This design comes from an exercise in tuning for small area, a short achievable clock period and few clock cycles per item on the open sky130 flow, not from production work. At most, simulation tests tie the RTL to the original design; equivalence was not proved.

== north ==
==> flow/design.v (excerpt) <==
module idct_t_stage (
	input logic CLOCK_50_I,
	input logic Resetn,
	input logic req,
	output logic ack,
	input logic [5:0] block_row,
	input logic [5:0] block_col,
	input logic [15:0] sram_read_data,
	output logic [17:0] sram_address,
	output logic [15:0] sram_write_data,
	output logic sram_we_n
);
Size in the first run: ~460 flip-flops, ~25000 sq um of cells after synthesis.
Settings: LEC_CHECK=0, CAP_MARGIN=20, CORE_MARGIN=2, CORE_UTILIZATION=40, CTS_CLUSTER_DIAMETER=150, CTS_CLUSTER_SIZE=24, SLEW_MARGIN=20; clock period 10.0 ns.
standard.sh (not shown) runs the stock make flow with config.mk's settings and CLKGATE_MAP_FILE= SYNTH_SCRIPT=/design/flow/synth_recipe.tcl, a recipe that flattens the netlist after the stock synthesis.
==> flow/flow/run.sh <==
#!/bin/bash
set -euo pipefail
bash standard.sh SETUP_SLACK_MARGIN=7 finish > flow.log 2>&1
Testbench counts of north, summed over its fixed seeds: cycles 28,784, blocks 192.
### north -> south
-- flow/design.v --
<<< north, line 297
		e_neg <= e_neg1;
	end
	function automatic logic [23:0] ks_add24(input logic [23:0] x, input logic [23:0] y);
		logic [23:0] g, p, g1, p1;
		g = x & y;
		p = x ^ y;
		for (int d = 1; d < 24; d = d * 2) begin
			g1 = g;
			p1 = p;
			for (int i = d; i < 24; i++) begin
				g1[i] = g[i] | (p[i] & g[i-d]);
				p1[i] = p[i] & p[i-d];
			end
			g = g1;
			p = p1;
		end
		ks_add24 = (x ^ y) ^ {g[22:0], 1'b0};
	endfunction
	logic [23:0] o_sum, e_sum;
	logic [23:0] om_s, om_c;
	assign om_s = ro3 ^ o_s ^ o_c;
	assign om_c = {((ro3 & o_s) | (ro3 & o_c) | (o_s & o_c)), 1'b0};
	assign o_sum = ks_add24(om_s, om_c) ^ {24{o_neg}};
	assign e_sum = ks_add24(e_s, e_c) ^ {24{e_neg}};
	always_ff @(posedge CLOCK_50_I) begin
		ro0 <= o_sum;
>>> south, line 297
		e_neg <= e_neg1;
	end
	logic [23:0] o_sum, e_sum;
	logic [23:0] om_s, om_c;
	assign om_s = ro3 ^ o_s ^ o_c;
	assign om_c = {((ro3 & o_s) | (ro3 & o_c) | (o_s & o_c)), 1'b0};
	assign o_sum = (om_s + om_c) ^ {24{o_neg}};
	assign e_sum = (e_s + e_c) ^ {24{e_neg}};
	always_ff @(posedge CLOCK_50_I) begin
		ro0 <= o_sum;
[summary]
First-pass GRT wire length was higher in north than in south.
~same latest clock arrival within the worst-skew pair in north and south
Detailed-route wire length, south vs north: down by a few percent
Compared south against north; fraction of area in clock buffers and inverters within noise.
Diff north -> south: adder-cell area share of the yosys netlist flat, layout overhead on the synthesized area held steady, time the final worst path needs with I/O delays and setup saw an increase.
In terms of slew at the pin closest to its max-slew limit, north and south differ only marginally.
Compared with north, south shows a lower clock buffer instance count of the final layout.
Delta(number of nets in the layout, south - north) < 0
For south, only the layout was checked, not whether the RTL still works.

* * *

idct_t_stage, a different RTL version from the one above (not shown whole).
Size: about 2100 cells after synthesis, about 440 flip-flops, roughly 67 I/O pins, roughly 0.023 sq mm of cells after synthesis.
clock: 10.0 ns
lec_check: 0
cap_margin: 20
core_margin: 2
core_utilization: 40
cts_cluster_diameter: 150
cts_cluster_size: 24
slew_margin: 20
==> flow/flow/run.sh <==
#!/bin/bash
set -euo pipefail
bash standard.sh SETUP_SLACK_MARGIN=6.9 finish > flow.log 2>&1
Change:
--- a/flow/design.v
+++ b/flow/design.v
@@ -168,14 +168,15 @@
 	end
 	logic [15:0] din;
 	logic [15:0] hold;
 	logic signed [16:0] xo;      
 	logic signed [16:0] f1;
 	logic signed [16:0] f2;
 	logic signed [16:0] xe;      
+	logic signed [20:0] xe15;    
 	logic signed [18:0] hold_w;
 	logic signed [18:0] din_w;
 	assign hold_w = 19'(signed'(hold));
 	assign din_w = 19'(signed'(din));
 	logic signed [18:0] pair_sum;
 	assign pair_sum = hold_w + (din_w ^ {19{x_en}}) + 19'(x_en);
 	always_ff @(posedge CLOCK_50_I) begin
@@ -190,14 +191,15 @@
 		end
 		if (f_en) begin
 			f1 <= 17'(pair_sum);
 		end
 		if (x_en) begin
 			f2 <= f1;
 			xe <= f2;
+			xe15 <= (21'(signed'(f2)) <<< 4) - 21'(signed'(f2));
 		end
 	end
 	function automatic logic [2:0] odd_sel(input logic [1:0] k, input logic [1:0] p);
 		case ({k, p})
 			4'h0: odd_sel = {1'b0, 2'd0};
 			4'h1: odd_sel = {1'b0, 2'd1};
 			4'h2: odd_sel = {1'b0, 2'd2};
@@ -247,60 +249,55 @@
 		o_neg1 <= so_n[2];
 		o_rs1 <= (k_o_n == 2'd0);
 		e_neg1 <= se_n[2];
 		e_rs1 <= (k_e_n == 2'd0);
 	end
 	logic [23:0] ox;
 	logic [23:0] ex;
+	logic [23:0] ey;
 	assign ox = 24'(xo);
 	assign ex = 24'(xe);
+	assign ey = 24'(xe15);
 	logic [23:0] or1, or2, or3, or4, or5, or6;
 	logic [3:0] o_inj;
 	assign or1 = ({24{om[0] | om[1]}} & (ox << 11)) | ({24{om[2]}} & (ox << 10)) | ({24{om[3]}} & (ox << 9));
 	assign or2 = ({24{om[0]}} & ~(ox << 5)) | ({24{om[1]}} & ~(ox << 9)) | ({24{om[2]}} & (ox << 7))
 		| ({24{om[3]}} & ~(ox << 7));
 	assign or3 = ({24{om[0]}} & ~(ox << 3)) | ({24{om[1]}} & (ox << 7)) | ({24{om[2]}} & ~(ox << 4))
 		| ({24{om[3]}} & (ox << 4));
 	assign or4 = ({24{om[1]}} & (ox << 5)) | ({24{om[2]}} & ox) | ({24{om[3]}} & ~ox);
 	assign or5 = {24{om[1]}} & (ox << 3);
 	assign or6 = {24{om[1]}} & ~(ox << 1);
 	assign o_inj = {2'b00, om[0] | om[1] | om[3], 1'b1};
-	logic [23:0] er1, er2, er3, er4, er5;
-	logic [2:0] e_inj;
-	assign er1 = ({24{em[0] | em[2]}} & (ex << 10)) | ({24{em[1]}} & (ex << 11));
-	assign er2 = ({24{em[0]}} & (ex << 9)) | ({24{em[1]}} & ~(ex << 7)) | ({24{em[2]}} & ~(ex << 8));
-	assign er3 = ({24{em[0]}} & ~(ex << 7)) | ({24{em[1]}} & ~(ex << 5)) | ({24{em[2]}} & (ex << 4));
-	assign er4 = ({24{em[0]}} & (ex << 5)) | ({24{em[1]}} & (ex << 2)) | ({24{em[2]}} & ~ex);
-	assign er5 = {24{em[0]}} & (ex << 3);
-	assign e_inj = {1'b0, em[1] | em[2], 1'b1};
+	logic [23:0] er1, er2, er3;
+	logic [1:0] e_inj;
+	assign er1 = ({24{em[0]}} & (ex << 3)) | ({24{em[1]}} & (ex << 1)) | ({24{em[2]}} & ~ex);
+	assign er2 = ({24{em[0]}} & (ey << 5)) | ({24{em[1]}} & ~(ey << 1)) | ({24{em[2]}} & (ex << 10));
+	assign er3 = ({24{em[0]}} & (ey << 6)) | ({24{em[1]}} & (ey << 7)) | ({24{em[2]}} & ~(ey << 4));
+	assign e_inj = {em[2], em[1] | em[2]};
 	logic [23:0] ro0, ro1, ro2, ro3;
 	logic [23:0] re0, re1, re2;
 	logic [23:0] oa, ea;
 	assign oa = (o_rs1 ? 24'd0 : ro2) ^ {24{o_neg1}};
 	assign ea = (e_rs1 ? 24'd0 : re2) ^ {24{e_neg1}};
 	logic [23:0] os1, oc1, os2, oc2, os3, oc3;
-	logic [23:0] es1, ec1, es2, ec2, es3, ec3;
+	logic [23:0] es1, ec1, es3, ec3;
 	logic [23:0] ot1, ou1;
 	assign os1 = or1 ^ or2 ^ or3;
 	assign oc1 = {((or1 & or2) | (or1 & or3) | (or2 & or3)), o_inj[0]};
 	assign ot1 = or4 ^ or5 ^ or6;
 	assign ou1 = {((or4 & or5) | (or4 & or6) | (or5 & or6)), o_inj[1]};
 	assign os2 = os1 ^ oc1 ^ ot1;
 	assign oc2 = {((os1 & oc1) | (os1 & ot1) | (oc1 & ot1)), 1'b0};
 	assign os3 = ou1 ^ os2 ^ oc2;
 	assign oc3 = {((ou1 & os2) | (ou1 & oc2) | (os2 & oc2)), 1'b0};
-	logic [23:0] et1, eu1;
 	assign es1 = er1 ^ er2 ^ er3;
 	assign ec1 = {((er1 & er2) | (er1 & er3) | (er2 & er3)), e_inj[0]};
-	assign et1 = er4 ^ er5 ^ ea;
-	assign eu1 = {((er4 & er5) | (er4 & ea) | (er5 & ea)), e_inj[1]};
-	assign es2 = es1 ^ ec1 ^ et1;
-	assign ec2 = {((es1 & ec1) | (es1 & et1) | (ec1 & et1)), 1'b0};
-	assign es3 = es2 ^ ec2 ^ eu1;
-	assign ec3 = {((es2 & ec2) | (es2 & eu1) | (ec2 & eu1)), 1'b0};
+	assign es3 = es1 ^ ec1 ^ ea;
+	assign ec3 = {((es1 & ec1) | (es1 & ea) | (ec1 & ea)), e_inj[1]};
 	logic [23:0] o_s, o_c, e_s, e_c;
 	logic o_neg, e_neg;
 	always_ff @(posedge CLOCK_50_I) begin
 		o_s <= os3;
 		o_c <= oc3;
 		o_neg <= o_neg1;
 		e_s <= es3;
Effect: Worst setup slack is better by 13 ps; cell area hardly moves; wire length goes up by 0.91%; worst hold slack is worse by 11 ps; register-to-register slack is better by 20 ps; cell count stays flat.
Testbench counts after the change, summed over its fixed seeds: cycles 28,784, blocks 192.
No functional check of the RTL was part of the first run of this note.

* * *

== indigo ==
idct_t_stage, a different RTL version from the one above (not shown whole).
For scale: roughly 2300 cells after synthesis, about 440 flip-flops, roughly 67 I/O pins, ~0.024 mm^2 of cells after synthesis.
Settings: LEC_CHECK=0, CAP_MARGIN=20, CORE_MARGIN=2, CORE_UTILIZATION=40, CTS_CLUSTER_DIAMETER=150, CTS_CLUSTER_SIZE=24, SLEW_MARGIN=20; clock period 10.0 ns.
==> flow/flow/run.sh <==
#!/bin/bash
set -euo pipefail
bash standard.sh SETUP_SLACK_MARGIN=7 finish > flow.log 2>&1
indigo reached the final stage; the timing, design-rule and antenna checks on its layout passed.
Testbench counts of indigo, summed over its fixed seeds: cycles 28,592, blocks 192.
Setup changes, indigo to sierra
-- flow/design.v --
<<< indigo, line 260
	assign er3 = ({24{em[0]}} & (ey << 6)) | ({24{em[1]}} & (ey << 7)) | ({24{em[2]}} & ~(ey << 4));
	assign e_inj = {em[2], em[1] | em[2]};
	logic [23:0] ro0, ro1, ro2;
	logic [23:0] re0, re1, re2;
	logic [23:0] oa, ea;
>>> sierra, line 260
	assign er3 = ({24{em[0]}} & (ey << 6)) | ({24{em[1]}} & (ey << 7)) | ({24{em[2]}} & ~(ey << 4));
	assign e_inj = {em[2], em[1] | em[2]};
	logic [23:0] ro0, ro1, ro2, ro3;
	logic [23:0] re0, re1, re2;
	logic [23:0] oa, ea;
<<< indigo, line 267
	logic [23:0] os1, oc1, os2, oc2, os3, oc3;
	logic [23:0] es1, ec1, es3, ec3;
	logic [23:0] ot1, ou1, ot2, ou2;
	assign os1 = or1 ^ or2 ^ or3;
	assign oc1 = {((or1 & or2) | (or1 & or3) | (or2 & or3)), o_inj[0]};
>>> sierra, line 267
	logic [23:0] os1, oc1, os2, oc2, os3, oc3;
	logic [23:0] es1, ec1, es3, ec3;
	logic [23:0] ot1, ou1;
	assign os1 = or1 ^ or2 ^ or3;
	assign oc1 = {((or1 & or2) | (or1 & or3) | (or2 & or3)), o_inj[0]};
<<< indigo, line 274
	assign os2 = os1 ^ oc1 ^ ot1;
	assign oc2 = {((os1 & oc1) | (os1 & ot1) | (oc1 & ot1)), 1'b0};
	assign ot2 = ou1 ^ oa ^ os2;
	assign ou2 = {((ou1 & oa) | (ou1 & os2) | (oa & os2)), 1'b0};
	assign os3 = ot2 ^ ou2 ^ oc2;
	assign oc3 = {((ot2 & ou2) | (ot2 & oc2) | (ou2 & oc2)), 1'b0};
	assign es1 = er1 ^ er2 ^ er3;
	assign ec1 = {((er1 & er2) | (er1 & er3) | (er2 & er3)), e_inj[0]};
>>> sierra, line 274
	assign os2 = os1 ^ oc1 ^ ot1;
	assign oc2 = {((os1 & oc1) | (os1 & ot1) | (oc1 & ot1)), 1'b0};
	assign os3 = ou1 ^ os2 ^ oc2;
	assign oc3 = {((ou1 & os2) | (ou1 & oc2) | (os2 & oc2)), 1'b0};
	assign es1 = er1 ^ er2 ^ er3;
	assign ec1 = {((er1 & er2) | (er1 & er3) | (er2 & er3)), e_inj[0]};
<<< indigo, line 293
	end
	logic [23:0] o_sum, e_sum;
	assign o_sum = (o_s + o_c) ^ {24{o_neg}};
	assign e_sum = (e_s + e_c) ^ {24{e_neg}};
	always_ff @(posedge CLOCK_50_I) begin
>>> sierra, line 291
	end
	logic [23:0] o_sum, e_sum;
	logic [23:0] om_s, om_c;
	assign om_s = ro3 ^ o_s ^ o_c;
	assign om_c = {((ro3 & o_s) | (ro3 & o_c) | (o_s & o_c)), 1'b0};
	assign o_sum = (om_s + om_c) ^ {24{o_neg}};
	assign e_sum = (e_s + e_c) ^ {24{e_neg}};
	always_ff @(posedge CLOCK_50_I) begin
<<< indigo, line 299
		ro1 <= ro0;
		ro2 <= ro1;
		re0 <= e_sum;
		re1 <= re0;
>>> sierra, line 300
		ro1 <= ro0;
		ro2 <= ro1;
		ro3 <= oa;
		re0 <= e_sum;
		re1 <= re0;
Findings:
sierra vs indigo, wire length went down by 4.7%. Sort indigo and sierra by multiplexer area fraction after synthesis, descending, and sierra comes first. sierra vs. indigo: placed instance area grew by 1.5%; multi-input combinational gate total grew by about 1.3%; average size of a mapped cell grew by 0.43 um^2; number of global-route vias before repair shrank by about 3%. NOTE post-layout instance area indigo->sierra decreased slightly. In the metrics for indigo and sierra, the one carrying the higher logic depth of the worst register-to-register path is sierra. Sort indigo and sierra by net count of the mapped netlist, descending, and indigo comes first. Looking at total number of vias, sierra sits 322 lower than indigo does. Compared with indigo, sierra shows critical path depth higher by 2.
Testbench counts of sierra, summed over its fixed seeds: cycles 28,592, blocks 192.

==> port drivers added, routing unchanged <==
Ports are ideal in the flow. The routed layouts listed here were re-timed in OpenROAD.
Step 1 sets driving cells, clkbuf_16 on the clock port and buf_2 on the other inputs (assumed; they add their load-dependent delay and slew).
Step 2, shift: input delay + t, output delay - t, t = (earliest + latest rising clock arrival at the registers) / 2. This alone moves slack from input paths to output paths.
a / b / c = no drivers / after step 1 / after step 2; a / b = the first two.
run	t (ns)	setup slack, ns	slew at the worst register clock pin (ns)	worst data-port slew with drivers (ns)
north	0.607	6.911 / 6.860 / 6.475	0.11 / 0.11	0.04
south	0.623	6.789 / 6.789 / 6.521	0.10 / 0.10	0.04
the first run of note 2	0.617	6.907 / 6.843 / 6.378	0.11 / 0.11	0.06
the second run of note 2	0.617	6.919 / 6.863 / 6.467	0.11 / 0.11	0.06
indigo	0.621	6.718 / 6.718 / 6.521	0.10 / 0.10	0.06
sierra	0.623	6.783 / 6.783 / 6.554	0.10 / 0.10	0.06
After both steps setup and hold are still met in every run listed. The setup slack of the first run of note 2, which loses most, moves by -0.064 ns with the drivers and by -0.529 ns with both steps.
